This is an optimization exercise on Yosys and OpenROAD, whose aim is small area, a short achievable clock period and few clock cycles, not a production implementation.
In this exercise RTL edits were held to simulation tests only and were not proved equivalent to the original.
No activity file was given, so power comes from the tool's default toggle rates.

==> module y_filter_top, before the edit <==
module y_filter_top
(
	input  logic  clock,
	input  logic  reset,
	input  logic  in_valid,
	output logic  in_ready,
	input  pix_pkg::beat_t in_data,
	input  logic  in_first,
	output logic  out_valid,
	input  logic  out_ready,
	output pix_pkg::beat_t out_data
);
	localparam int LANES = pix_pkg::LANES;
	localparam int PB    = pix_pkg::PIXEL_BITS;
	localparam int LB    = pix_pkg::LINE_BEATS;
	localparam int DEPTH = LB * pix_pkg::STORED_LINES - 2;    
	logic           adv;                                 
	logic           accept;
	pix_pkg::beat_t sr [DEPTH];                          
	logic [9:0]     g2 [LANES];                          
	logic [9:0]     u2 [LANES];                          
	logic [14:0]    p [LANES];                           
	pix_pkg::col_t  col;
	logic [2:0]     row;
	pix_pkg::beat_t res;
	assign adv      = out_ready;
	assign in_ready = adv;
	assign accept   = adv && in_valid;
	pix_pkg::col_t eff_col;
	logic [2:0]    eff_row;
	assign eff_col = in_first ? pix_pkg::col_t'(0) : col;
	assign eff_row = in_first ? 3'd0 : row;
	always_ff @(posedge clock) begin
		if (reset) begin
			col <= '0;
			row <= '0;
		end else if (accept) begin
			col <= eff_col + pix_pkg::col_t'(1);
			if (eff_col == pix_pkg::col_t'(LB - 1) && !eff_row[2]) begin
				row <= eff_row + 3'd1;
			end else begin
				row <= eff_row;
			end
		end
	end
	function automatic logic [29:0] csa(input logic [14:0] a, input logic [14:0] b, input logic [14:0] c);
		csa = {(a & b) | (a & c) | (b & c), a ^ b ^ c};
	endfunction
	function automatic logic [14:0] add15(input logic [14:0] a, input logic [14:0] b);
		logic [14:0] g;
		logic [14:0] p;
		logic [14:0] gg;
		logic [14:0] pp;
		g  = a & b;
		p  = a ^ b;
		gg = g;
		pp = p;
		for (int lv = 0; lv < 4; lv++) begin
			for (int i = 0; i < 15; i++) begin
				if ((i >> lv) & 1) begin
					int j;
					j = ((i >> lv) << lv) - 1;
					gg[i] = gg[i] | (pp[i] & gg[j]);
					pp[i] = pp[i] & pp[j];
				end
			end
		end
		for (int i = 2; i < 15; i = i * 2) begin
			gg[i] = (g[i] | (p[i] & g[i-1])) | ((p[i] & p[i-1]) & gg[i-2]);
		end
		add15 = p ^ {gg[13:0], 1'b0};
	endfunction
	function automatic logic [14:0] cpa1(input logic [29:0] cs);
		cpa1 = add15(cs[14:0], {cs[28:15], 1'b1});
	endfunction
	always_ff @(posedge clock) begin
		if (accept) begin
			sr[0] <= in_data;
			for (int k = 1; k < DEPTH; k++) begin
				sr[k] <= sr[k-1];
			end
			for (int l = 0; l < LANES; l++) begin
				logic [14:0] t;
				logic [14:0] gx;
				t      = cpa1(csa(15'(sr[13][l*PB +: PB]), ~(15'(sr[9][l*PB +: PB])), ~(15'(sr[1][l*PB +: PB]))));
				g2[l] <= t[9:0];
				t      = cpa1(csa(15'(sr[9][l*PB +: PB]), 15'(sr[1][l*PB +: PB]), {6'd0, sr[5][l*PB +: PB], 1'b1}));
				u2[l] <= t[9:0];
				gx     = {{5{g2[l][9]}}, g2[l]};
				p[l]  <= cpa1(csa({gx[13:0], 1'b1}, gx, {u2[l], 5'd0}));
			end
		end
	end
	always_comb begin
		for (int l = 0; l < LANES; l++) begin
			logic [14:0] acc;
			acc = cpa1(csa(p[l], {6'd0, in_data[l*PB +: PB], 1'b0}, {7'd0, in_data[l*PB +: PB]}));
			res[l*PB +: PB] = acc[14:7];
		end
	end
	always_ff @(posedge clock) begin
		if (reset) begin
			out_valid <= 1'b0;
		end else if (adv) begin
			out_valid <= in_valid && eff_row[2];         
		end
	end
	always_ff @(posedge clock) begin
		if (accept) begin
			out_data <= res;
		end
	end
endmodule
==> flow/config.mk <==
export PLATFORM = sky130hd
export DESIGN_NAME = y_filter_top
export DESIGN_NICKNAME = y_filter_top
export VERILOG_FILES = /design/flow/design.v
export SDC_FILE = /design/flow/constraint.sdc
export NUM_CORES = 4
export LEC_CHECK = 0
export ABC_AREA = 1
export CAP_MARGIN = 20
export CORE_MARGIN = 2
export CORE_UTILIZATION = 55
export CTS_BUF_LIST = sky130_fd_sc_hd__clkbuf_8
export CTS_CLUSTER_DIAMETER = 50
export CTS_CLUSTER_SIZE = 18
export SETUP_SLACK_MARGIN = 3.0
export SLEW_MARGIN = 20
==> flow/constraint.sdc <==
create_clock -name core_clock -period 5.5 [get_ports {clock}]
set_input_delay 1.1000 -clock core_clock [delete_from_list [all_inputs] [get_ports {clock}]]
set_output_delay 1.1000 -clock core_clock [all_outputs]
set_load 0.01 [all_outputs]
standard.sh (not shown) runs the stock make flow with config.mk's settings and CLKGATE_MAP_FILE= SYNTH_SCRIPT=/design/flow/synth_recipe.tcl, a recipe that flattens the netlist after the stock synthesis.
==> flow/flow/run.sh <==
#!/bin/bash
set -euo pipefail
export BUFFER_PORTS_ARGS="-buffer_cell sky130_fd_sc_hd__buf_2"
export CTS_ARGS="-sink_clustering_enable -repair_clock_nets -dont_use_dummy_load -sink_clustering_size 10 -sink_clustering_max_diameter 40 -buf_list sky130_fd_sc_hd__clkbuf_4"
bash standard.sh MATCH_CELL_FOOTPRINT=0 finish > standard_make.log 2>&1
The baseline completed without violations.
Testbench counts at the start, summed over its fixed seeds: cycles 3,080.
Then changed:
--- a/flow/design.v
+++ b/flow/design.v
@@ -45,7 +45,7 @@
 	pix_pkg::col_t  col;
 	logic [2:0]     row;
 	pix_pkg::beat_t res;
-	assign adv      = out_ready;
+	assign adv      = !out_valid || out_ready;
 	assign in_ready = adv;
 	assign accept   = adv && in_valid;
 	pix_pkg::col_t eff_col;
Outcome: Register-to-register slack stays flat; via count stays flat; setup slack loses 0.019 ns; routed wire length decreases by 0.67%; global-route usage fell by 0.22 points; sequential cell count is unchanged; sequential power increases by 13%; maximum frequency went down by 0.75%; final cell count hardly moves.
Testbench counts after the change, summed over its fixed seeds: cycles 3,080.

afterwards: timing with drivers on the ports:
The results above use ideal ports. As a check the final layouts listed here were re-extracted and re-timed, cells and wires unchanged.
Step 1: set_driving_cell puts a clkbuf_16 on clock and a buf_2 on each other input, an assumption about the parent block.
Step 2 adds t to the input delays and takes it off the output delays; t is the mean of the earliest and latest rising clock arrival at the registers after step 1. Input paths then give back, and output paths get back, about the clock's delay inside the block.
Slacks: ideal / step 1 / step 2; pairs: ideal / step 1.
| run | t (ns) | slack for setup (ns) | slew at the worst register clock pin (ns) |
|---|---|---|---|
| the first run | 0.858 | 3.008 / 2.958 / 2.332 | 0.11 / 0.11 |
| the second run | 0.830 | 2.989 / 2.940 / 2.211 | 0.11 / 0.11 |
After both steps every run listed still meets setup and hold. The setup slack of the second run, which loses most, moves by -0.049 ns with the drivers and by -0.778 ns with both steps.
